This design comes from an exercise in tuning for small area and a short achievable clock period on the open sky130 flow, not from production work. At most, simulation tests tie the RTL to the original design; equivalence was not proved. The RTL of runs 2 and 3 was laid out without a check of its function. Power figures rest on the tool's default switching activity, not on a simulated workload.

==> flow/design.v, too long to show whole: its modules and the start of the top module <==
// module hwpe_stream_fifo: 52 lines
// module hwpe_shift_fifo: 51 lines
// module hwpe_ctrl_decode: 92 lines
// module hwpe_mac_engine: 769 lines
// module hwpe_result_unit: 55 lines
// module cluster_hwpe_tile: 114 lines
module cluster_hwpe_tile #(
  parameter int unsigned OpndDepth = 4,
  parameter int unsigned ResDepth  = 4
) (
  input  logic                               clk_i,
  input  logic                               rst_n_i,
  input  logic                               wb_cyc_i,
  input  logic                               wb_stb_i,
  input  logic                               wb_we_i,
  input  logic [tile_cfg_pkg::WB_ADDR_W-1:0] wb_adr_i,
  input  logic [tile_cfg_pkg::WB_DATA_W-1:0] wb_dat_i,
  output logic [tile_cfg_pkg::WB_DATA_W-1:0] wb_dat_o,
  output logic                               wb_ack_o,
  output logic                               wb_err_o,
  output logic                               evt_o
);
  // ...
==> flow/flow/run.sh <==
#!/bin/bash
# Standard synthesis, then the standard layout with a tighter setup
# target for repair_timing (the clock and constraints are unchanged).
set -euo pipefail
MARGIN=${MARGIN:-6.5}
bash standard.sh synth > synth.log 2>&1
bash standard.sh SETUP_SLACK_MARGIN=$MARGIN finish > layout.log 2>&1
==> flow/standard.sh <==
#!/bin/bash
# synth_recipe.tcl (not shown) runs the flow's synth.tcl, then flattens the netlist and writes it again
# the make line also repeats each setting of config.mk as NAME=value (left out here)
make -C /OpenROAD-flow-scripts/flow DESIGN_CONFIG=/design/flow/config.mk WORK_HOME=/design/flow/orfs CLKGATE_MAP_FILE= SYNTH_SCRIPT=/design/flow/synth_recipe.tcl "${@:-finish}"
==> flow/config.mk <==
export PLATFORM = sky130hd
export DESIGN_NAME = cluster_hwpe_tile
export DESIGN_NICKNAME = cluster_hwpe_tile
export VERILOG_FILES = /design/flow/design.v
export SDC_FILE = /design/flow/constraint.sdc
export NUM_CORES = 4
export LEC_CHECK = 0
export ABC_CLOCK_PERIOD_IN_PS = 3500
export CAP_MARGIN = 20
export CORE_MARGIN = 2
export CORE_UTILIZATION = 40
export SLEW_MARGIN = 20
==> flow/constraint.sdc <==
create_clock -name core_clock -period 10.0 [get_ports {clk_i}]
set_input_delay 2.0000 -clock core_clock [delete_from_list [all_inputs] [get_ports {clk_i}]]
set_output_delay 2.0000 -clock core_clock [all_outputs]
set_load 0.01 [all_outputs]
==> key figures, run 1 <==
Die
  • Initial Utilization: 40.6%

Worst setup path
  • Worst R2R Setup Slack: 6330 ps
  • CP Class: reg2reg
  • Critical Path RT: 10330 ps
  • WP buf/inv: 4
  • CP startpoint: i_opnd_fifo.mem_q[0][6]

Run status
  • Status: no timing/DRC/antenna violations

Timing
  • Final setup TNS: 0 ps
  • Unrepaired setup endpoints after global routing: yes
  • Clock Skew: 57.8 ps
  • Setup violators final: 0

Clocking
  • CTS Buffer Depth: 3
  • H-tree Lvls: 2

Yosys
  • Post-Synth Simple-Gate Area: 7.33%
  • Count of cell types in the netlist: 67
  • Net Count, Synth: 2428

Pwr
  • Net Sw Frac: 38.3%
  • Comb pwr share: 47.6%
  • Switching power: 3.55 mW

Global routing
  • Initial antenna violation count: 2
  • Vias in the first global route: 17100
  • Total grt overflow: 0

Cells and area
  • Layout cells sized above 1: 19.4%
  • Area of the multi-input gates: 0.0123 mm^2
  • Leading cell kind: registers
  • Diodes inserted: 0
  • Fill count: 5770

Placed design
  • Area post-placement: 0.0280 mm^2

Min path
  • Hold path cells: 2

Route
  • DRC violations left: 0
  • Vias per cell: 5.36
==> module hwpe_stream_fifo, before the edit <==
module hwpe_stream_fifo #(
  parameter int unsigned Depth     = 4,
  parameter int unsigned Width     = 32
) (
  input  logic     clk_i,
  input  logic     rst_n_i,
  input  logic     in_valid_i,
  output logic     in_ready_o,
  input  logic [Width-1:0] in_data_i,
  output logic     out_valid_o,
  input  logic     out_ready_i,
  output logic [Width-1:0] out_data_o
);
  localparam int unsigned PTR_W = (Depth > 1) ? $clog2(Depth) : 1;
  localparam int unsigned CNT_W = $clog2(Depth + 1);
  localparam logic [PTR_W-1:0] LAST = PTR_W'(Depth - 1);
  logic [Width-1:0] mem_q [Depth];
  logic [PTR_W-1:0] wr_ptr_q;
  logic [PTR_W-1:0] rd_ptr_q;
  logic [CNT_W-1:0] count_q;
  logic             push;
  logic             pop;
  assign in_ready_o  = (count_q != CNT_W'(Depth));
  assign out_valid_o = (count_q != '0);
  assign out_data_o  = mem_q[rd_ptr_q];
  assign push = in_valid_i & in_ready_o;
  assign pop  = out_valid_o & out_ready_i;
  always_ff @(posedge clk_i or negedge rst_n_i) begin
    if (!rst_n_i) begin
      wr_ptr_q <= '0;
      rd_ptr_q <= '0;
      count_q  <= '0;
    end else begin
      if (push) begin
        wr_ptr_q <= (wr_ptr_q == LAST) ? '0 : wr_ptr_q + 1'b1;
      end
      if (pop) begin
        rd_ptr_q <= (rd_ptr_q == LAST) ? '0 : rd_ptr_q + 1'b1;
      end
      if (push && !pop) begin
        count_q <= count_q + 1'b1;
      end else if (pop && !push) begin
        count_q <= count_q - 1'b1;
      end
    end
  end
  always_ff @(posedge clk_i) begin
    if (push) begin
      mem_q[wr_ptr_q] <= in_data_i;
    end
  end
endmodule
==> module hwpe_ctrl_decode, before the edit <==
module hwpe_ctrl_decode (
  input  logic                                      clk_i,
  input  logic                                      rst_n_i,
  input  logic                                      wb_cyc_i,
  input  logic                                      wb_stb_i,
  input  logic                                      wb_we_i,
  input  logic [tile_cfg_pkg::WB_ADDR_W-1:0]        wb_adr_i,
  input  logic [tile_cfg_pkg::WB_DATA_W-1:0]        wb_dat_i,
  output logic [tile_cfg_pkg::WB_DATA_W-1:0]        wb_dat_o,
  output logic                                      wb_ack_o,
  output logic                                      wb_err_o,
  output logic                                      opnd_valid_o,
  input  logic                                      opnd_ready_i,
  output hwpe_pkg::operand_pair_t                   opnd_data_o,
  output logic                                      start_o,
  output hwpe_pkg::opcode_e                         opcode_o,
  output logic [tile_cfg_pkg::CTRL_LEN_W-1:0]       job_len_o,
  input  logic                                      res_valid_i,
  input  hwpe_pkg::result_t                         res_data_i,
  input  logic [tile_cfg_pkg::CTRL_LEN_W-1:0]       consumed_i,
  input  logic                                      evt_i,
  output logic                                      res_pop_o
);
  localparam logic [1:0] SEL_CTRL =
    2'(tile_cfg_pkg::REG_CTRL >> tile_cfg_pkg::REG_SEL_LSB);
  localparam logic [1:0] SEL_OPND =
    2'(tile_cfg_pkg::REG_OPND >> tile_cfg_pkg::REG_SEL_LSB);
  localparam logic [1:0] SEL_RESULT =
    2'(tile_cfg_pkg::REG_RESULT >> tile_cfg_pkg::REG_SEL_LSB);
  logic [tile_cfg_pkg::REG_SEL_W-1:0] reg_sel;
  logic                               req;
  logic [tile_cfg_pkg::WB_DATA_W-1:0] ctrl_q;
  logic [tile_cfg_pkg::WB_DATA_W-1:0] status_word;
  logic [tile_cfg_pkg::WB_DATA_W-1:0] rdata_d;
  logic                               ack_d;
  logic                               err_d;
  assign req     = wb_cyc_i & wb_stb_i & ~wb_ack_o & ~wb_err_o;
  assign reg_sel = wb_adr_i[tile_cfg_pkg::REG_SEL_LSB +: tile_cfg_pkg::REG_SEL_W];
  assign opnd_valid_o = req & wb_we_i & (reg_sel == SEL_OPND);
  assign opnd_data_o  = hwpe_pkg::operand_pair_t'(wb_dat_i);
  assign res_pop_o = req & ~wb_we_i & (reg_sel == SEL_RESULT) & res_valid_i;
  assign opcode_o  = hwpe_pkg::opcode_e'(
    ctrl_q[tile_cfg_pkg::CTRL_OP_LSB +: tile_cfg_pkg::CTRL_OP_W]);
  assign job_len_o = ctrl_q[tile_cfg_pkg::CTRL_LEN_LSB +: tile_cfg_pkg::CTRL_LEN_W];
  always_comb begin
    status_word = '0;
    status_word[tile_cfg_pkg::STAT_EVT_BIT]    = evt_i;
    status_word[tile_cfg_pkg::STAT_RVALID_BIT] = res_valid_i;
    status_word[tile_cfg_pkg::STAT_OFULL_BIT]  = ~opnd_ready_i;
    status_word[tile_cfg_pkg::STAT_CNT_LSB +: tile_cfg_pkg::CTRL_LEN_W] = consumed_i;
  end
  always_comb begin
    ack_d = 1'b0;
    err_d = 1'b0;
    if (req) begin
      case (reg_sel)
        SEL_OPND:   ack_d = ~wb_we_i | opnd_ready_i;
        SEL_RESULT: begin
          ack_d = wb_we_i | res_valid_i;
          err_d = ~wb_we_i & ~res_valid_i;
        end
        default:    ack_d = 1'b1;
      endcase
    end
  end
  always_comb begin
    case (reg_sel)
      SEL_CTRL:   rdata_d = ctrl_q;
      SEL_OPND:   rdata_d = '0;
      SEL_RESULT: rdata_d = res_data_i;
      default:    rdata_d = status_word;
    endcase
  end
  always_ff @(posedge clk_i or negedge rst_n_i) begin
    if (!rst_n_i) begin
      wb_ack_o <= 1'b0;
      wb_err_o <= 1'b0;
      start_o  <= 1'b0;
      ctrl_q   <= '0;
    end else begin
      wb_ack_o <= ack_d;
      wb_err_o <= err_d;
      start_o  <= req & wb_we_i & (reg_sel == SEL_CTRL);
      if (req && wb_we_i && (reg_sel == SEL_CTRL)) begin
        ctrl_q <= wb_dat_i;
      end
    end
  end
  always_ff @(posedge clk_i) begin
    wb_dat_o <= rdata_d;
  end
endmodule
==> run 2: changes to the inputs <==
--- a/flow/design.v
+++ b/flow/design.v
@@ -39,45 +39,44 @@
   input  logic     in_valid_i,
   output logic     in_ready_o,
   input  logic [Width-1:0] in_data_i,
   output logic     out_valid_o,
   input  logic     out_ready_i,
   output logic [Width-1:0] out_data_o
 );
   localparam int unsigned PTR_W = (Depth > 1) ? $clog2(Depth) : 1;
-  localparam int unsigned CNT_W = $clog2(Depth + 1);
   localparam logic [PTR_W-1:0] LAST = PTR_W'(Depth - 1);
   logic [Width-1:0] mem_q [Depth];
   logic [PTR_W-1:0] wr_ptr_q;
   logic [PTR_W-1:0] rd_ptr_q;
-  logic [CNT_W-1:0] count_q;
+  logic [Depth-1:0] occ_q;
   logic             push;
   logic             pop;
-  assign in_ready_o  = (count_q != CNT_W'(Depth));
-  assign out_valid_o = (count_q != '0);
+  assign in_ready_o  = ~occ_q[Depth-1];
+  assign out_valid_o = occ_q[0];
   assign out_data_o  = mem_q[rd_ptr_q];
   assign push = in_valid_i & in_ready_o;
   assign pop  = out_valid_o & out_ready_i;
   always_ff @(posedge clk_i or negedge rst_n_i) begin
     if (!rst_n_i) begin
       wr_ptr_q <= '0;
       rd_ptr_q <= '0;
-      count_q  <= '0;
+      occ_q    <= '0;
     end else begin
       if (push) begin
         wr_ptr_q <= (wr_ptr_q == LAST) ? '0 : wr_ptr_q + 1'b1;
       end
       if (pop) begin
         rd_ptr_q <= (rd_ptr_q == LAST) ? '0 : rd_ptr_q + 1'b1;
       end
       if (push && !pop) begin
-        count_q <= count_q + 1'b1;
+        occ_q <= {occ_q[Depth-2:0], 1'b1};
       end else if (pop && !push) begin
-        count_q <= count_q - 1'b1;
+        occ_q <= {1'b0, occ_q[Depth-1:1]};
       end
     end
   end
   always_ff @(posedge clk_i) begin
     if (push) begin
       mem_q[wr_ptr_q] <= in_data_i;
     end
   end
@@ -160,28 +159,32 @@
     2'(tile_cfg_pkg::REG_CTRL >> tile_cfg_pkg::REG_SEL_LSB);
   localparam logic [1:0] SEL_OPND =
     2'(tile_cfg_pkg::REG_OPND >> tile_cfg_pkg::REG_SEL_LSB);
   localparam logic [1:0] SEL_RESULT =
     2'(tile_cfg_pkg::REG_RESULT >> tile_cfg_pkg::REG_SEL_LSB);
   logic [tile_cfg_pkg::REG_SEL_W-1:0] reg_sel;
   logic                               req;
   logic [tile_cfg_pkg::WB_DATA_W-1:0] ctrl_q;
+  logic                               ctrl_set_q;   
+  logic                               ctrl_we;
   logic [tile_cfg_pkg::WB_DATA_W-1:0] status_word;
   logic [tile_cfg_pkg::WB_DATA_W-1:0] rdata_d;
   logic                               ack_d;
   logic                               err_d;
   assign req     = wb_cyc_i & wb_stb_i & ~wb_ack_o & ~wb_err_o;
   assign reg_sel = wb_adr_i[tile_cfg_pkg::REG_SEL_LSB +: tile_cfg_pkg::REG_SEL_W];
   assign opnd_valid_o = req & wb_we_i & (reg_sel == SEL_OPND);
   assign opnd_data_o  = hwpe_pkg::operand_pair_t'(wb_dat_i);
+  assign ctrl_we = req & wb_we_i & (reg_sel == SEL_CTRL);
   assign res_pop_o = req & ~wb_we_i & (reg_sel == SEL_RESULT) & res_valid_i;
   assign opcode_o  = hwpe_pkg::opcode_e'(
     ctrl_q[tile_cfg_pkg::CTRL_OP_LSB +: tile_cfg_pkg::CTRL_OP_W]);
-  assign job_len_o = ctrl_q[tile_cfg_pkg::CTRL_LEN_LSB +: tile_cfg_pkg::CTRL_LEN_W];
+  assign job_len_o = ctrl_q[tile_cfg_pkg::CTRL_LEN_LSB +: tile_cfg_pkg::CTRL_LEN_W]
+                   & {tile_cfg_pkg::CTRL_LEN_W{ctrl_set_q}};
   always_comb begin
     status_word = '0;
     status_word[tile_cfg_pkg::STAT_EVT_BIT]    = evt_i;
     status_word[tile_cfg_pkg::STAT_RVALID_BIT] = res_valid_i;
     status_word[tile_cfg_pkg::STAT_OFULL_BIT]  = ~opnd_ready_i;
     status_word[tile_cfg_pkg::STAT_CNT_LSB +: tile_cfg_pkg::CTRL_LEN_W] = consumed_i;
   end
   always_comb begin
@@ -195,38 +198,41 @@
           err_d = ~wb_we_i & ~res_valid_i;
         end
         default:    ack_d = 1'b1;
       endcase
     end
   end
   always_comb begin
     case (reg_sel)
-      SEL_CTRL:   rdata_d = ctrl_q;
+      SEL_CTRL:   rdata_d = ctrl_set_q ? ctrl_q : '0;
       SEL_OPND:   rdata_d = '0;
       SEL_RESULT: rdata_d = res_data_i;
       default:    rdata_d = status_word;
     endcase
   end
   always_ff @(posedge clk_i or negedge rst_n_i) begin
     if (!rst_n_i) begin
-      wb_ack_o <= 1'b0;
-      wb_err_o <= 1'b0;
-      start_o  <= 1'b0;
-      ctrl_q   <= '0;
+      wb_ack_o   <= 1'b0;
+      wb_err_o   <= 1'b0;
+      start_o    <= 1'b0;
+      ctrl_set_q <= 1'b0;
     end else begin
       wb_ack_o <= ack_d;
       wb_err_o <= err_d;
-      start_o  <= req & wb_we_i & (reg_sel == SEL_CTRL);
-      if (req && wb_we_i && (reg_sel == SEL_CTRL)) begin
-        ctrl_q <= wb_dat_i;
+      start_o  <= ctrl_we;
+      if (ctrl_we) begin
+        ctrl_set_q <= 1'b1;
       end
     end
   end
   always_ff @(posedge clk_i) begin
+    if (ctrl_we) begin
+      ctrl_q <= wb_dat_i;
+    end
     wb_dat_o <= rdata_d;
   end
 endmodule
 module hwpe_mac_engine (
   input  logic                    clk_i,
   input  logic                    rst_n_i,
   input  logic                    start_i,
   input  hwpe_pkg::opcode_e       opcode_i,
@@ -245,19 +251,19 @@
   logic        fire;
   logic        acc_en;
   logic        is_add_d;
   logic [31:0] s_q;
   logic [31:0] c_q;
   logic [15:0] a;
   logic [15:0] b;
   logic [17:0] bn;           
-  logic [8:0]  one_d, one_q;
-  logic [7:0]  two_d, two_q;
-  logic [7:0]  neg_d, neg_q;
+  logic [8:0]  one_d, one_q, one_n_q;
+  logic [7:0]  two_d, two_q, two_n_q;
+  logic [7:0]  neg_d, neg_q, neg_n_q;
   logic [31:0] x1;
   logic [31:0] x2;
   logic [31:0] tree_s;
   logic [31:0] tree_c;
   logic [16:0] bp0;
   logic [16:0] bp1;
   logic [16:0] bp2;
   logic [16:0] bp3;
@@ -282,35 +288,46 @@
     one_d[8] = bn[16];
     if (is_add_d) begin
       one_d = 9'b1;
       two_d = '0;
       neg_d = '0;
     end
   end
   always_ff @(posedge clk_i) begin
-    one_q <= one_d;
-    two_q <= two_d;
-    neg_q <= neg_d;
+    one_q   <= one_d;
+    two_q   <= two_d;
+    neg_q   <= neg_d;
+    one_n_q <= ~one_d;
+    two_n_q <= ~two_d;
+    neg_n_q <= ~neg_d;
   end
   assign acc_en = is_mac_q & ~acc_zero_q;
   always_comb begin
     x1 = s_q & {32{acc_en}};
     x1[15:0] = x1[15:0] | (b & {16{is_add_q}});
     x2 = c_q & {32{acc_en}};
   end
-  assign bp0 = (({1'b0, a} & {17{one_q[0]}}) | ({a, 1'b0} & {17{two_q[0]}})) ^ {17{neg_q[0]}};
-  assign bp1 = (({1'b0, a} & {17{one_q[1]}}) | ({a, 1'b0} & {17{two_q[1]}})) ^ {17{neg_q[1]}};
-  assign bp2 = (({1'b0, a} & {17{one_q[2]}}) | ({a, 1'b0} & {17{two_q[2]}})) ^ {17{neg_q[2]}};
-  assign bp3 = (({1'b0, a} & {17{one_q[3]}}) | ({a, 1'b0} & {17{two_q[3]}})) ^ {17{neg_q[3]}};
-  assign bp4 = (({1'b0, a} & {17{one_q[4]}}) | ({a, 1'b0} & {17{two_q[4]}})) ^ {17{neg_q[4]}};
-  assign bp5 = (({1'b0, a} & {17{one_q[5]}}) | ({a, 1'b0} & {17{two_q[5]}})) ^ {17{neg_q[5]}};
-  assign bp6 = (({1'b0, a} & {17{one_q[6]}}) | ({a, 1'b0} & {17{two_q[6]}})) ^ {17{neg_q[6]}};
-  assign bp7 = (({1'b0, a} & {17{one_q[7]}}) | ({a, 1'b0} & {17{two_q[7]}})) ^ {17{neg_q[7]}};
-  assign bp8 = a & {16{one_q[8]}};
+  assign bp0[8:0] = ((a[8:0] & {9{one_q[0]}}) | ({a[7:0], 1'b0} & {9{two_q[0]}})) ^ {9{neg_q[0]}};
+  assign bp0[16:9] = (({1'b0, a[15:9]} & {8{~one_n_q[0]}}) | (a[15:8] & {8{~two_n_q[0]}})) ^ {8{~neg_n_q[0]}};
+  assign bp1[8:0] = ((a[8:0] & {9{one_q[1]}}) | ({a[7:0], 1'b0} & {9{two_q[1]}})) ^ {9{neg_q[1]}};
+  assign bp1[16:9] = (({1'b0, a[15:9]} & {8{~one_n_q[1]}}) | (a[15:8] & {8{~two_n_q[1]}})) ^ {8{~neg_n_q[1]}};
+  assign bp2[8:0] = ((a[8:0] & {9{one_q[2]}}) | ({a[7:0], 1'b0} & {9{two_q[2]}})) ^ {9{neg_q[2]}};
+  assign bp2[16:9] = (({1'b0, a[15:9]} & {8{~one_n_q[2]}}) | (a[15:8] & {8{~two_n_q[2]}})) ^ {8{~neg_n_q[2]}};
+  assign bp3[8:0] = ((a[8:0] & {9{one_q[3]}}) | ({a[7:0], 1'b0} & {9{two_q[3]}})) ^ {9{neg_q[3]}};
+  assign bp3[16:9] = (({1'b0, a[15:9]} & {8{~one_n_q[3]}}) | (a[15:8] & {8{~two_n_q[3]}})) ^ {8{~neg_n_q[3]}};
+  assign bp4[8:0] = ((a[8:0] & {9{one_q[4]}}) | ({a[7:0], 1'b0} & {9{two_q[4]}})) ^ {9{neg_q[4]}};
+  assign bp4[16:9] = (({1'b0, a[15:9]} & {8{~one_n_q[4]}}) | (a[15:8] & {8{~two_n_q[4]}})) ^ {8{~neg_n_q[4]}};
+  assign bp5[8:0] = ((a[8:0] & {9{one_q[5]}}) | ({a[7:0], 1'b0} & {9{two_q[5]}})) ^ {9{neg_q[5]}};
+  assign bp5[16:9] = (({1'b0, a[15:9]} & {8{~one_n_q[5]}}) | (a[15:8] & {8{~two_n_q[5]}})) ^ {8{~neg_n_q[5]}};
+  assign bp6[8:0] = ((a[8:0] & {9{one_q[6]}}) | ({a[7:0], 1'b0} & {9{two_q[6]}})) ^ {9{neg_q[6]}};
+  assign bp6[16:9] = (({1'b0, a[15:9]} & {8{~one_n_q[6]}}) | (a[15:8] & {8{~two_n_q[6]}})) ^ {8{~neg_n_q[6]}};
+  assign bp7[8:0] = ((a[8:0] & {9{one_q[7]}}) | ({a[7:0], 1'b0} & {9{two_q[7]}})) ^ {9{neg_q[7]}};
+  assign bp7[16:9] = (({1'b0, a[15:9]} & {8{~one_n_q[7]}}) | (a[15:8] & {8{~two_n_q[7]}})) ^ {8{~neg_n_q[7]}};
+  assign bp8 = a & {{8{~one_n_q[8]}}, {8{one_q[8]}}};
   logic hs0, hc0;
   assign hs0 = bp0[12] ^ bp1[10];
   assign hc0 = bp0[12] & bp1[10];
   logic hs1, hc1;
   assign hs1 = bp0[13] ^ bp1[11];
   assign hc1 = bp0[13] & bp1[11];
   logic fs0, fc0;
   assign fs0 = bp0[14] ^ bp1[12] ^ bp2[10];
@@ -326,48 +343,48 @@
   assign hc3 = bp3[9] & bp4[7];
   logic fs2, fc2;
   assign fs2 = bp0[16] ^ bp1[14] ^ bp2[12];
   assign fc2 = (bp0[16] & bp1[14]) | (bp0[16] & bp2[12]) | (bp1[14] & bp2[12]);
   logic fs3, fc3;
   assign fs3 = bp3[10] ^ bp4[8] ^ bp5[6];
   assign fc3 = (bp3[10] & bp4[8]) | (bp3[10] & bp5[6]) | (bp4[8] & bp5[6]);
   logic fs4, fc4;
-  assign fs4 = ~neg_q[0] ^ bp1[15] ^ bp2[13];
-  assign fc4 = (~neg_q[0] & bp1[15]) | (~neg_q[0] & bp2[13]) | (bp1[15] & bp2[13]);
+  assign fs4 = neg_n_q[0] ^ bp1[15] ^ bp2[13];
+  assign fc4 = (neg_n_q[0] & bp1[15]) | (neg_n_q[0] & bp2[13]) | (bp1[15] & bp2[13]);
   logic fs5, fc5;
   assign fs5 = bp3[11] ^ bp4[9] ^ bp5[7];
   assign fc5 = (bp3[11] & bp4[9]) | (bp3[11] & bp5[7]) | (bp4[9] & bp5[7]);
   logic hs4, hc4;
   assign hs4 = bp6[5] ^ bp7[3];
   assign hc4 = bp6[5] & bp7[3];
   logic fs6, fc6;
   assign fs6 = bp1[16] ^ bp2[14] ^ bp3[12];
   assign fc6 = (bp1[16] & bp2[14]) | (bp1[16] & bp3[12]) | (bp2[14] & bp3[12]);
   logic fs7, fc7;
   assign fs7 = bp4[10] ^ bp5[8] ^ bp6[6];
   assign fc7 = (bp4[10] & bp5[8]) | (bp4[10] & bp6[6]) | (bp5[8] & bp6[6]);
   logic hs5, hc5;
   assign hs5 = bp7[4] ^ bp8[2];
   assign hc5 = bp7[4] & bp8[2];
   logic fs8, fc8;
-  assign fs8 = ~neg_q[1] ^ bp2[15] ^ bp3[13];
-  assign fc8 = (~neg_q[1] & bp2[15]) | (~neg_q[1] & bp3[13]) | (bp2[15] & bp3[13]);
+  assign fs8 = neg_n_q[1] ^ bp2[15] ^ bp3[13];
+  assign fc8 = (neg_n_q[1] & bp2[15]) | (neg_n_q[1] & bp3[13]) | (bp2[15] & bp3[13]);
   logic fs9, fc9;
   assign fs9 = bp4[11] ^ bp5[9] ^ bp6[7];
   assign fc9 = (bp4[11] & bp5[9]) | (bp4[11] & bp6[7]) | (bp5[9] & bp6[7]);
   logic fs10, fc10;
   assign fs10 = bp2[16] ^ bp3[14] ^ bp4[12];
   assign fc10 = (bp2[16] & bp3[14]) | (bp2[16] & bp4[12]) | (bp3[14] & bp4[12]);
   logic hs6, hc6;
   assign hs6 = bp5[10] ^ bp6[8];
   assign hc6 = bp5[10] & bp6[8];
   logic fs11, fc11;
-  assign fs11 = ~neg_q[2] ^ bp3[15] ^ bp4[13];
-  assign fc11 = (~neg_q[2] & bp3[15]) | (~neg_q[2] & bp4[13]) | (bp3[15] & bp4[13]);
+  assign fs11 = neg_n_q[2] ^ bp3[15] ^ bp4[13];
+  assign fc11 = (neg_n_q[2] & bp3[15]) | (neg_n_q[2] & bp4[13]) | (bp3[15] & bp4[13]);
   logic hs7, hc7;
   assign hs7 = bp3[16] ^ bp4[14];
   assign hc7 = bp3[16] & bp4[14];
   logic hs8, hc8;
   assign hs8 = bp0[6] ^ bp1[4];
   assign hc8 = bp0[6] & bp1[4];
   logic hs9, hc9;
   assign hs9 = bp0[7] ^ bp1[5];
@@ -497,48 +514,48 @@
   assign fc48 = (bp5[12] & bp6[10]) | (bp5[12] & bp7[8]) | (bp6[10] & bp7[8]);
   logic fs49, fc49;
   assign fs49 = bp8[6] ^ x1[22] ^ x2[22];
   assign fc49 = (bp8[6] & x1[22]) | (bp8[6] & x2[22]) | (x1[22] & x2[22]);
   logic fs50, fc50;
   assign fs50 = 1'b1 ^ fc11 ^ hs7;
   assign fc50 = (1'b1 & fc11) | (1'b1 & hs7) | (fc11 & hs7);
   logic fs51, fc51;
-  assign fs51 = ~neg_q[3] ^ bp4[15] ^ bp5[13];
-  assign fc51 = (~neg_q[3] & bp4[15]) | (~neg_q[3] & bp5[13]) | (bp4[15] & bp5[13]);
+  assign fs51 = neg_n_q[3] ^ bp4[15] ^ bp5[13];
+  assign fc51 = (neg_n_q[3] & bp4[15]) | (neg_n_q[3] & bp5[13]) | (bp4[15] & bp5[13]);
   logic fs52, fc52;
   assign fs52 = bp6[11] ^ bp7[9] ^ bp8[7];
   assign fc52 = (bp6[11] & bp7[9]) | (bp6[11] & bp8[7]) | (bp7[9] & bp8[7]);
   logic fs53, fc53;
   assign fs53 = x1[23] ^ x2[23] ^ hc7;
   assign fc53 = (x1[23] & x2[23]) | (x1[23] & hc7) | (x2[23] & hc7);
   logic fs54, fc54;
   assign fs54 = bp4[16] ^ bp5[14] ^ bp6[12];
   assign fc54 = (bp4[16] & bp5[14]) | (bp4[16] & bp6[12]) | (bp5[14] & bp6[12]);
   logic fs55, fc55;
   assign fs55 = bp7[10] ^ bp8[8] ^ x1[24];
   assign fc55 = (bp7[10] & bp8[8]) | (bp7[10] & x1[24]) | (bp8[8] & x1[24]);
   logic hs14, hc14;
   assign hs14 = x2[24] ^ 1'b1;
   assign hc14 = x2[24] & 1'b1;
   logic fs56, fc56;
-  assign fs56 = ~neg_q[4] ^ bp5[15] ^ bp6[13];
-  assign fc56 = (~neg_q[4] & bp5[15]) | (~neg_q[4] & bp6[13]) | (bp5[15] & bp6[13]);
+  assign fs56 = neg_n_q[4] ^ bp5[15] ^ bp6[13];
+  assign fc56 = (neg_n_q[4] & bp5[15]) | (neg_n_q[4] & bp6[13]) | (bp5[15] & bp6[13]);
   logic fs57, fc57;
   assign fs57 = bp7[11] ^ bp8[9] ^ x1[25];
   assign fc57 = (bp7[11] & bp8[9]) | (bp7[11] & x1[25]) | (bp8[9] & x1[25]);
   logic fs58, fc58;
   assign fs58 = bp5[16] ^ bp6[14] ^ bp7[12];
   assign fc58 = (bp5[16] & bp6[14]) | (bp5[16] & bp7[12]) | (bp6[14] & bp7[12]);
   logic hs15, hc15;
   assign hs15 = bp8[10] ^ x1[26];
   assign hc15 = bp8[10] & x1[26];
   logic fs59, fc59;
-  assign fs59 = ~neg_q[5] ^ bp6[15] ^ bp7[13];
-  assign fc59 = (~neg_q[5] & bp6[15]) | (~neg_q[5] & bp7[13]) | (bp6[15] & bp7[13]);
+  assign fs59 = neg_n_q[5] ^ bp6[15] ^ bp7[13];
+  assign fc59 = (neg_n_q[5] & bp6[15]) | (neg_n_q[5] & bp7[13]) | (bp6[15] & bp7[13]);
   logic hs16, hc16;
   assign hs16 = bp6[16] ^ bp7[14];
   assign hc16 = bp6[16] & bp7[14];
   logic hs17, hc17;
   assign hs17 = bp0[2] ^ bp1[0];
   assign hc17 = bp0[2] & bp1[0];
   logic hs18, hc18;
   assign hs18 = bp0[3] ^ bp1[1];
@@ -689,30 +706,30 @@
   assign fc105 = (fc58 & hc15) | (fc58 & fs59) | (hc15 & fs59);
   logic fs106, fc106;
   assign fs106 = bp8[12] ^ x1[28] ^ x2[28];
   assign fc106 = (bp8[12] & x1[28]) | (bp8[12] & x2[28]) | (x1[28] & x2[28]);
   logic fs107, fc107;
   assign fs107 = 1'b1 ^ fc59 ^ hs16;
   assign fc107 = (1'b1 & fc59) | (1'b1 & hs16) | (fc59 & hs16);
   logic fs108, fc108;
-  assign fs108 = ~neg_q[6] ^ bp7[15] ^ bp8[13];
-  assign fc108 = (~neg_q[6] & bp7[15]) | (~neg_q[6] & bp8[13]) | (bp7[15] & bp8[13]);
+  assign fs108 = neg_n_q[6] ^ bp7[15] ^ bp8[13];
+  assign fc108 = (neg_n_q[6] & bp7[15]) | (neg_n_q[6] & bp8[13]) | (bp7[15] & bp8[13]);
   logic fs109, fc109;
   assign fs109 = x1[29] ^ x2[29] ^ hc16;
   assign fc109 = (x1[29] & x2[29]) | (x1[29] & hc16) | (x2[29] & hc16);
   logic fs110, fc110;
   assign fs110 = bp7[16] ^ bp8[14] ^ x1[30];
   assign fc110 = (bp7[16] & bp8[14]) | (bp7[16] & x1[30]) | (bp8[14] & x1[30]);
   logic hs21, hc21;
   assign hs21 = x2[30] ^ 1'b1;
   assign hc21 = x2[30] & 1'b1;
   logic fs111, fc111;
-  assign fs111 = ~neg_q[7] ^ bp8[15] ^ x1[31];
-  assign fc111 = (~neg_q[7] & bp8[15]) | (~neg_q[7] & x1[31]) | (bp8[15] & x1[31]);
+  assign fs111 = neg_n_q[7] ^ bp8[15] ^ x1[31];
+  assign fc111 = (neg_n_q[7] & bp8[15]) | (neg_n_q[7] & x1[31]) | (bp8[15] & x1[31]);
   logic hs22, hc22;
   assign hs22 = bp0[0] ^ neg_q[0];
   assign hc22 = bp0[0] & neg_q[0];
   logic hs23, hc23;
   assign hs23 = bp0[1] ^ x1[1];
   assign hc23 = bp0[1] & x1[1];
   logic fs112, fc112;
   assign fs112 = neg_q[1] ^ x1[2] ^ x2[2];
==> run 2 against run 1 <==
Critical path depth decreased by 3. Cell area increased by 3.0%. Non-clock buffer count unchanged. Critical path type unchanged. Power decreased by 23%. Utilization increased by 0.64 points. Die area increased by 1.3%.
==> key figures, run 2 <==
Timing
  • Unrepaired setup endpoints after global routing: yes (unchanged)
  • Slew Limit Fails: 0 (unchanged)
  • Final Critical Period: 3760 ps (was 3670 ps)
  • Max_slew headroom: 43.3% (was 38.7%)
  • Fin. Hold Viols: 0 (unchanged)
  • Clock Skew: 27.0 ps (was 57.8 ps)
  • Worst-Margin Slew: 851 ps (was 919 ps)
  • Final setup TNS: 0 ps (unchanged)
  • Final Hold Slack: 480 ps (was 490 ps)
  • Final Cycle Share: 37.6% (was 36.7%)
  • Setup violators final: 0 (unchanged)
  • Final setup margin: 6240 ps (was 6330 ps)
  • Fmax: 266 MHz (was 273 MHz)

Yosys
  • Mapped Cells: 2082 (was 2115)
  • Synth top area share: 41.5% (was 38.4%)
  • Yosys warnings: 7 (unchanged)
  • Count of cell types in the netlist: 70 (was 67)
  • Asr flop ratio synth: 6.05% (was 12.8%)
  • Area leader, netlist: edfxtp_1 (unchanged)
  • Mapped cell area: 0.0266 mm^2 (was 0.0263 mm^2)
  • Number of enable flip-flop cells after synthesis: 368 (was 336)
  • Top post-synthesis cells by area: edfxtp_1 (42%), fa_1 (12%), dfxtp_1 (7.4%) (was edfxtp_1 (38%), fa_1 (13%), dfxtp_1 (5.6%))
  • FF+latch count, synth: 496 (was 469)
  • Main synth FF type: edfxtp_1 (unchanged)
  • Most frequent cell after synthesis: edfxtp_1 (unchanged)
  • Post-synthesis sequential area ratio: 51.8% (was 49.7%)
  • Synth cell count leaders: edfxtp_1 (368), inv_1 (235), fa_1 (163), nand2_1 (158), xnor2_1 (140) (was edfxtp_1 (336), nand2_1 (241), inv_1 (200), fa_1 (164), a22oi_1 (160))
  • Net Count, Synth: 2393 (was 2428)
  • Mapped Avg Cell Area: 12.8 um^2 (was 12.4 um^2)

Clocking
  • Skew-Pair Late Insertion Delay: 620 ps (was 640 ps)
  • CTS tree: built (unchanged)
  • Worst-path clk slew: 60 ps (was 70 ps)
  • Clock sink count: 496 (was 469)
  • H-tree Lvls: 2 (unchanged)
  • Clock root buffer: clkbuf_16 (unchanged)
  • Post-CTS Hold Buffers: 0 (unchanged)
  • CTS buffer count: 53 (was 50)
  • CTS Buffer Depth: 3 (unchanged)

Global routing
  • Global-route wire length before repair: 102000 um (was 106000 um)
  • Total grt overflow: 0 (unchanged)
  • Largest net degree at the start of global routing: 68 (was 65)
  • Vias in the first global route: 16700 (was 17100)
  • Initial antenna violation count: 4 (was 2)
  • GRT Overall Usage: 19.8% (was 20.6%)

Route
  • WL final: 66900 um (was 69200 um)
  • DRC violations left: 0 (unchanged)
  • DRT iter0 DRCs: 1280 (was 1367)
  • Routed wire per std cell: 21.7 um (was 22.4 um)
  • Post-route ant nets: 0 (unchanged)
  • Pre-antenna DRT Iters: 6 (unchanged)
  • Total number of vias: 16300 (was 16500)
  • Vias per cell: 5.28 (was 5.36)

Pwr
  • VDD IR max: 0.153 mV (was 0.253 mV)
  • Final Power: 7.12 mW (was 9.26 mW)
  • P per Cell Area: 227 mW/mm^2 (was 304 mW/mm^2)
  • P_leak: 12.2 nW (was 11.9 nW)

Cells and area
  • Diodes inserted: 0 (unchanged)
  • Core Util, Final: 47.8% (was 47.2%)
  • Most common cell after layout, fill and taps aside: edfxtp_1 (unchanged)
  • P&R area growth vs syn: 18.2% (was 16.3%)
  • Largest registers: i_opnd_fifo.mem_q x128, i_res_fifo.mem_q x128 (unchanged)
  • Nets@finish: 2489 (was 2501)
  • Non-filler instance count after layout: 3086 (was 3085)
  • Finished Cell Area: 0.0314 mm^2 (was 0.0305 mm^2)
  • Most frequent cells in the layout: edfxtp_1 (368), inv_1 (214), nand2_1 (157), xnor2_1 (122), fa_1 (103) (was edfxtp_1 (336), nand2_1 (240), inv_1 (186), xnor2_1 (145), a22oi_1 (125))
  • Layout cells sized above 1: 20.6% (was 19.4%)

Die
  • Initial Utilization: 40.5% (was 40.6%)
  • Core area: 0.0657 mm^2 (was 0.0647 mm^2)
  • Die extent in y: 262 um (was 260 um)
  • IO Count: 104 (unchanged)
  • # rows: 94 (was 93)
  • Die X: 262 um (was 260 um)
  • DIE AREA: 0.0686 mm^2 (was 0.0677 mm^2)

Worst setup path
  • Cell family with most CP delay: adder cells (unchanged)
  • WP buf/inv: 1 (was 4)
  • Slowest cell on crit path: dfxtp_1 (was fa_2)
  • Critical Path RT: 10360 ps (was 10330 ps)
  • CP Class: reg2reg (unchanged)
  • CP startpoint kind: flip-flop (unchanged)
  • Worst-path maximum fanout: 7 (was 6)
  • Worst path cell trace: o22ai_1 -> xnor2_1 -> fa_1 -> fa_2 -> fa_2 -> fa_1 -> inv_2 -> fa_2 (was buf_6 -> buf_12 -> a22oi_2 -> xnor2_1 -> fa_1 -> inv_2 -> fa_2 -> fa_2 -> fa_1 -> inv_2 -> fa_2)
  • CP Capture Type: flip-flop (unchanged)
  • Worst stage delay on the critical path: 650 ps (was 550 ps)
  • Crit-path most repeated cell: fa_2 (unchanged)
  • WP data arrival: 4110 ps (was 4000 ps)

Placed design
  • Placed insts: 2918 (was 2947)
  • Area post-placement: 0.0281 mm^2 (was 0.0280 mm^2)
  • I/O Buffers: 73 (unchanged)
  • Routability congestion estimate: 0.885 (was 0.864)
  • Dpl hpwl: 45600 um (was 46900 um)
  • Pre-CTS WS: 5240 ps (was 4860 ps)

Min path
  • Hold Path Class: reg2reg (unchanged)

Run status
  • Status: no timing/DRC/antenna violations (unchanged)

Flow run
  • Max-cap violations: 0 (unchanged)
-- run 2: changes by cell type after synthesis, sizes merged, moves of 11 or more --
| cell | change |
|---|---|
| clkbuf | -11 |
| nand3 | -13 |
| nand2 | -84 |
| mux2 | -22 |
| dfxtp | +25 |
| inv | +30 |
| a22oi | -60 |
| xor2 | +12 |
| edfxtp | +32 |
| mux2i | +13 |
| o21ai | +20 |
| o22ai | +56 |
| xnor2 | -11 |
| dfrtp | -30 |
-- run 2: path summary, 6_finish.rpt --
kind	from	endpoint	slack [ps]	cells past startpoint
hold reg to reg	i_decode.ctrl_q[31]	i_decode.wb_dat_o[31]	480	2
setup reg to reg	i_engine.one_n_q[4]	i_engine.c_q[18]	6240	8
hold / removal	i_decode.ctrl_q[31]	i_decode.wb_dat_o[31]	480	2
max in group asynchronous	rst_n_i	i_res_fifo.rd_ptr_q[0]	7980	1
setup / recovery	i_engine.one_n_q[4]	i_engine.c_q[18]	6240	8
min in group asynchronous	rst_n_i	i_result.count_q[4]	1470	1
-- run 2: final cells by class --
type | count | area, um^2
flip-flops and latches | 496 | 13800
fillers | 5651 | 34300
clock inverters | 31 | 398
multi-input cells | 1222 | 12100
repair inverters | 4 | 31.3
inverters | 246 | 992
clock buffers | 68 | 1480
well taps | 864 | 1080
repair buffers | 155 | 1560
-- run 2: tightest hold or removal path, delay by kind of cell, from the launching register on --
| kind | cells | cell delay, ps |
|---|---|---|
| simple gates | 1 | 70 |
| flops | 1 | 320 |
| compound gates | 1 | 60 |
-- run 2: timing repair --
| action | 4_1_cts | 5_1_grt |
|---|---|---|
| setup buffers | 54 | 10 |
| gates cloned | 5 | 0 |
| endpoints found under the setup margin | 105 | 81 |
| hold endpoints to repair | 0 | 0 |
| pin swaps | 51 | 44 |
| resized for setup | 97 | 104 |
-- run 2: kinds of logic (layout without fill, tap and decap cells) --
kind of cell	count (synthesis)	in the layout	share of synthesized area, %
DFF	496	496	51.8
buffers and inverters	365	504	5.29
and+or+nand+nor	334	335	5.82
AOI/OAI and AO/OA	331	331	8.39
adders and majority gates	242	242	16.0
xor gates and xnor gates	191	191	6.32
muxes	123	123	6.45
-- run 2: power breakdown --
group	leakage [nW]	switching, mW	total, mW	internal [mW]
combinational	6.54	1.30	2.31	1.01
sequential	4.71	0.151	2.71	2.56
clock	0.918	0.842	2.10	1.26
total	12.2	2.29	7.12	4.83
-- run 2: routing by layer --
metal  vias up  share of wire, %  GRT usage (%)
met5         -                 0              0
met3       108               5.7           2.88
met4         0               2.7           5.40
met1      8306                44           28.0
met2       481                48           31.9
li1       7409                 -              -
==> run 3: changes to the inputs <==
==> flow/flow/run.sh (replaced) <==
#!/bin/bash
# Standard synthesis, then the standard layout with a tighter setup
# target for repair_timing (the clock and constraints are unchanged).
set -euo pipefail
MARGIN=${MARGIN:-7}
bash standard.sh synth > synth.log 2>&1
bash standard.sh SETUP_SLACK_MARGIN=$MARGIN "BUFFER_PORTS_ARGS=-buffer_cell sky130_fd_sc_hd__buf_2" finish > layout.log 2>&1
==> run 3 against run 2 <==
Combinational power up 3%. Count of clock-buffer cells in the layout up 1. Power up 0.73%. Cell count up 0.49%. Worst setup slack better by 2.3 ps. Register-to-register slack about the same. Sequential power about the same. Utilization up 0.84 points. Global-route usage about the same. First-iteration DRC count up 1.5%. Clock skew up 1.6 ps. Critical endpoint is now i_engine.c_q[19].
==> key figures, run 3 <==
Worst setup path
  • CP Capture Type: flip-flop (unchanged)
  • CP Class: reg2reg (unchanged)
  • Reg-to-reg startpoint: i_opnd_fifo.mem_q[0][8] (was i_engine.one_n_q[4])
  • Critical Path RT: 10340 ps (was 10360 ps)
  • CP startpoint kind: flip-flop (unchanged)
  • Worst R2R Setup Slack: 6250 ps (was 6240 ps)
  • Worst-path maximum fanout: 4 (was 7)
  • CP startpoint: i_opnd_fifo.mem_q[0][8] (was i_engine.one_n_q[4])
  • Reg2reg path depth: 12 (was 8)
  • WP data arrival: 4090 ps (was 4110 ps)
  • R2r endpoint: i_engine.c_q[19] (was i_engine.c_q[18])

Flow run
  • Max-cap violations: 0 (unchanged)

Global routing
  • GRT Overall Usage: 19.7% (was 19.8%)
  • Total grt overflow: 0 (unchanged)
  • Initial antenna violation count: 0 (was 4)
  • Global-route wire length before repair: 102000 um (about the same)
  • Largest net degree at the start of global routing: 68 (unchanged)
  • Vias in the first global route: 16900 (was 16700)

Pwr
  • P_leak: 12.3 nW (was 12.2 nW)
  • Switching power: 2.32 mW (was 2.29 mW)
  • Comb pwr share: 33.2% (was 32.5%)
  • P_int: 4.86 mW (was 4.83 mW)
  • Clock power frac: 29.0% (was 29.5%)
  • VDD IR max: 0.133 mV (was 0.153 mV)
  • P per Cell Area: 224 mW/mm^2 (was 227 mW/mm^2)
  • Sequential power share: 37.8% (was 38.1%)
  • Net Sw Frac: 32.3% (was 32.2%)

Yosys
  • Main synth FF type: edfxtp_1 (unchanged)
  • Yosys warnings: 7 (unchanged)
  • Synth cell count leaders: edfxtp_1 (368), inv_1 (235), fa_1 (163), nand2_1 (158), xnor2_1 (140) (unchanged)
  • Mapped Cells: 2082 (unchanged)
  • Mapped cell area: 0.0266 mm^2 (unchanged)
  • Count of cell types in the netlist: 70 (unchanged)
  • Number of enable flip-flop cells after synthesis: 368 (unchanged)
  • Top post-synthesis cells by area: edfxtp_1 (42%), fa_1 (12%), dfxtp_1 (7.4%) (unchanged)
  • Mapped Avg Cell Area: 12.8 um^2 (unchanged)
  • Most frequent cell after synthesis: edfxtp_1 (unchanged)
  • Synth top area share: 41.5% (unchanged)
  • Asr flop ratio synth: 6.05% (unchanged)
  • Post-synthesis sequential area ratio: 51.8% (unchanged)
  • Net Count, Synth: 2393 (unchanged)
  • Area leader, netlist: edfxtp_1 (unchanged)
  • FF+latch count, synth: 496 (unchanged)

Cells and area
  • Largest registers: i_opnd_fifo.mem_q x128, i_res_fifo.mem_q x128 (unchanged)
  • Layout cells sized above 1: 29.9% (was 20.6%)
  • P&R area growth vs syn: 20.3% (was 18.2%)
  • Most frequent cells in the layout: edfxtp_1 (368), inv_1 (191), nand2_1 (156), xnor2_1 (110), fa_2 (82) (was edfxtp_1 (368), inv_1 (214), nand2_1 (157), xnor2_1 (122), fa_1 (103))
  • Fill count: 5558 (was 5651)
  • Nets@finish: 2504 (was 2489)
  • Most common cell after layout, fill and taps aside: edfxtp_1 (unchanged)

Route
  • Total number of vias: 16500 (was 16300)
  • WL final: 67100 um (was 66900 um)
  • DRC violations left: 0 (unchanged)
  • Vias per cell: 5.32 (was 5.28)
  • DRT iter0 DRCs: 1299 (was 1280)
  • Post-route ant nets: 0 (unchanged)
  • Routed wire per std cell: 21.6 um (was 21.7 um)
  • Pre-antenna DRT Iters: 5 (was 6)

Timing
  • Max_slew headroom: 38.0% (was 43.3%)
  • Final setup TNS: 0 ps (unchanged)
  • Unrepaired setup endpoints after global routing: yes (unchanged)
  • Final Cycle Share: 37.5% (was 37.6%)
  • Clock Skew: 28.6 ps (was 27.0 ps)
  • Slew Limit Fails: 0 (unchanged)
  • Worst-Margin Slew: 931 ps (was 851 ps)
  • Fmax: 266 MHz (about the same)
  • Setup violators final: 0 (unchanged)
  • Fin. Hold Viols: 0 (unchanged)
  • Final setup margin: 6250 ps (was 6240 ps)
  • Final Critical Period: 3750 ps (was 3760 ps)

Placed design
  • Routability congestion estimate: 0.869 (was 0.885)
  • Pre-CTS WS: 5750 ps (was 5240 ps)
  • I/O Buffers: 73 (unchanged)
  • Dpl hpwl: 45900 um (was 45600 um)

Clocking
  • CTS tree: built (unchanged)
  • Clock root buffer: clkbuf_16 (unchanged)
  • H-tree Lvls: 2 (unchanged)
  • CTS buffer count: 52 (was 53)
  • Skew-Pair Late Insertion Delay: 630 ps (was 620 ps)
  • Clock sink count: 496 (unchanged)
  • Worst-path clk slew: 60 ps (about the same)
  • CTS Buffer Depth: 3 (unchanged)

Die
  • Core area: 0.0657 mm^2 (unchanged)
  • Initial Utilization: 40.5% (unchanged)
  • Die extent in y: 262 um (unchanged)
  • IO Count: 104 (unchanged)
  • DIE AREA: 0.0686 mm^2 (unchanged)
  • Die X: 262 um (unchanged)
  • # rows: 94 (unchanged)

Min path
  • Hold Startpoint: i_decode.ctrl_q[31] (unchanged)
  • WHS Endpoint: i_decode.wb_dat_o[31] (unchanged)
  • Hold Path Class: reg2reg (unchanged)
  • Hold path cells: 2 (unchanged)

Run status
  • Status: no timing/DRC/antenna violations (unchanged)
[run 3: final cells by class]
type                            count  area, um^2  share of cell area (%)
Antenna cell                        1        2.50                 0.00782
Multi-Input combinational cell   1221       12600                    39.3
Timing Repair Buffer              170        1500                    4.70
Inverter                          246        1050                    3.29
Clock inverter                     28         360                    1.13
Tap cell                          864        1080                    3.38
Clock buffer                       69        1530                    4.77
Sequential cell                   496       13800                    43.1
Timing Repair inverter              6        76.3                   0.239
[run 3: power groups by stage]
stage	Combinational (mW)	Sequential (mW)	Clock, mW
after floorplan	1.65	2.64	0
after global placement	2.06	2.73	0
after detailed placement	2.17	2.74	0
after CTS	2.34	2.70	2.13
after global routing	2.75	2.72	2.20
final	2.38	2.71	2.08
[run 3: through the flow]
step	cell area (um^2)	power, mW	cells	hold WS [ps]	util [%]
4_1_cts	31300	7.17	3083	489	47.7
2_1_floorplan	27100	4.29	2082	442	-
6_report	32000	7.17	3101	479	48.7
3_3_place_gp	28000	4.80	2922	467	42.6
3_5_place_dp	28000	4.91	2922	474	42.6
5_1_grt	32000	7.67	3100	517	48.6
[run 3: how the worst max path moves through the flow]
stage / slack [ps] / cells past startpoint / endpoint
6_report: 6250 / 12 / i_engine.c_q[19]
5_1_grt: 6190 / 12 / i_engine.c_q[19]
4_1_cts: 6270 / 12 / i_engine.c_q[19]
3_5_place_dp: 5750 / 7 / i_result.head_q[5]
3_3_place_gp: 5800 / 7 / i_result.head_q[18]
2_1_floorplan: 6510 / 10 / i_engine.c_q[19]
[run 3: worst max-delay path: stages, from the launching register on]
cell and delay, ps:
edfxtp_1 420, buf_12 160, buf_8 130, a22oi_2 170, xor2_1 220, fa_1 500
fa_2 560, inv_2 40, fa_2 320, inv_2 60, fa_1 410, inv_2 70
fa_1 420
[run 3: kinds of logic after synthesis]
kind of cell / after synthesis / share of synthesized area (%)
xor+xnor: 191 / 6.32
fa+ha+maj: 242 / 16.0
compound gates: 331 / 8.39
buf+inv: 365 / 5.29
simple gates: 334 / 5.82
flops: 496 / 51.8
mux: 123 / 6.45
[run 3: what timing repair did]
action	4_1_cts	5_1_grt
pin swaps	90	72
gates cloned	5	1
gates resized for setup	195	113
setup endpoints to repair	200	122
hold buffers	0	0
buffers inserted	59	16
[run 3: per-layer routing]
metal / global-route usage, % / vias to the layer above / part of all wire (%)
li1: - / 7449 / -
met1: 27.5 / 8506 / 44
met2: 32.2 / 439 / 48
met3: 2.79 / 104 / 5.4
met4: 6.01 / 0 / 2.6
met5: 0 / - / 0

-- separate check: timing with driven ports --
Ports are ideal in the flow. The routed layouts listed here were re-timed in OpenROAD. Step 1, drivers: a clkbuf_16 drives clk_i and a buf_2 each remaining input, both assumed. Step 2 times the ports against the registers' clock, not the clock port: input delays grow and output delays shrink by t, the midpoint of the rising clock arrivals with the driver on. Slacks: ideal ports / drivers / drivers and shift; pairs: ideal ports / drivers.
| run | t (ns) | slack for setup (ns) | hold WS [ns] | worst setup path at the end | clock arrival spread, ns |
|---|---|---|---|---|---|
| run 1 | 0.665 | 6.332 / 6.332 / 6.011 | 0.490 / 0.490 / 0.490 | input to register | 0.060 / 0.060 |
| run 2 | 0.667 | 6.244 / 6.244 / 5.976 | 0.480 / 0.480 / 0.480 | input to register | 0.028 / 0.029 |
| run 3 | 0.678 | 6.246 / 6.246 / 6.246 | 0.479 / 0.479 / 0.479 | register to register | 0.028 / 0.029 |
After both steps setup and hold are still met in every run listed. For run 1, which loses most, drivers alone change the setup slack by 0.000 ns; drivers and shift together by -0.321 ns.
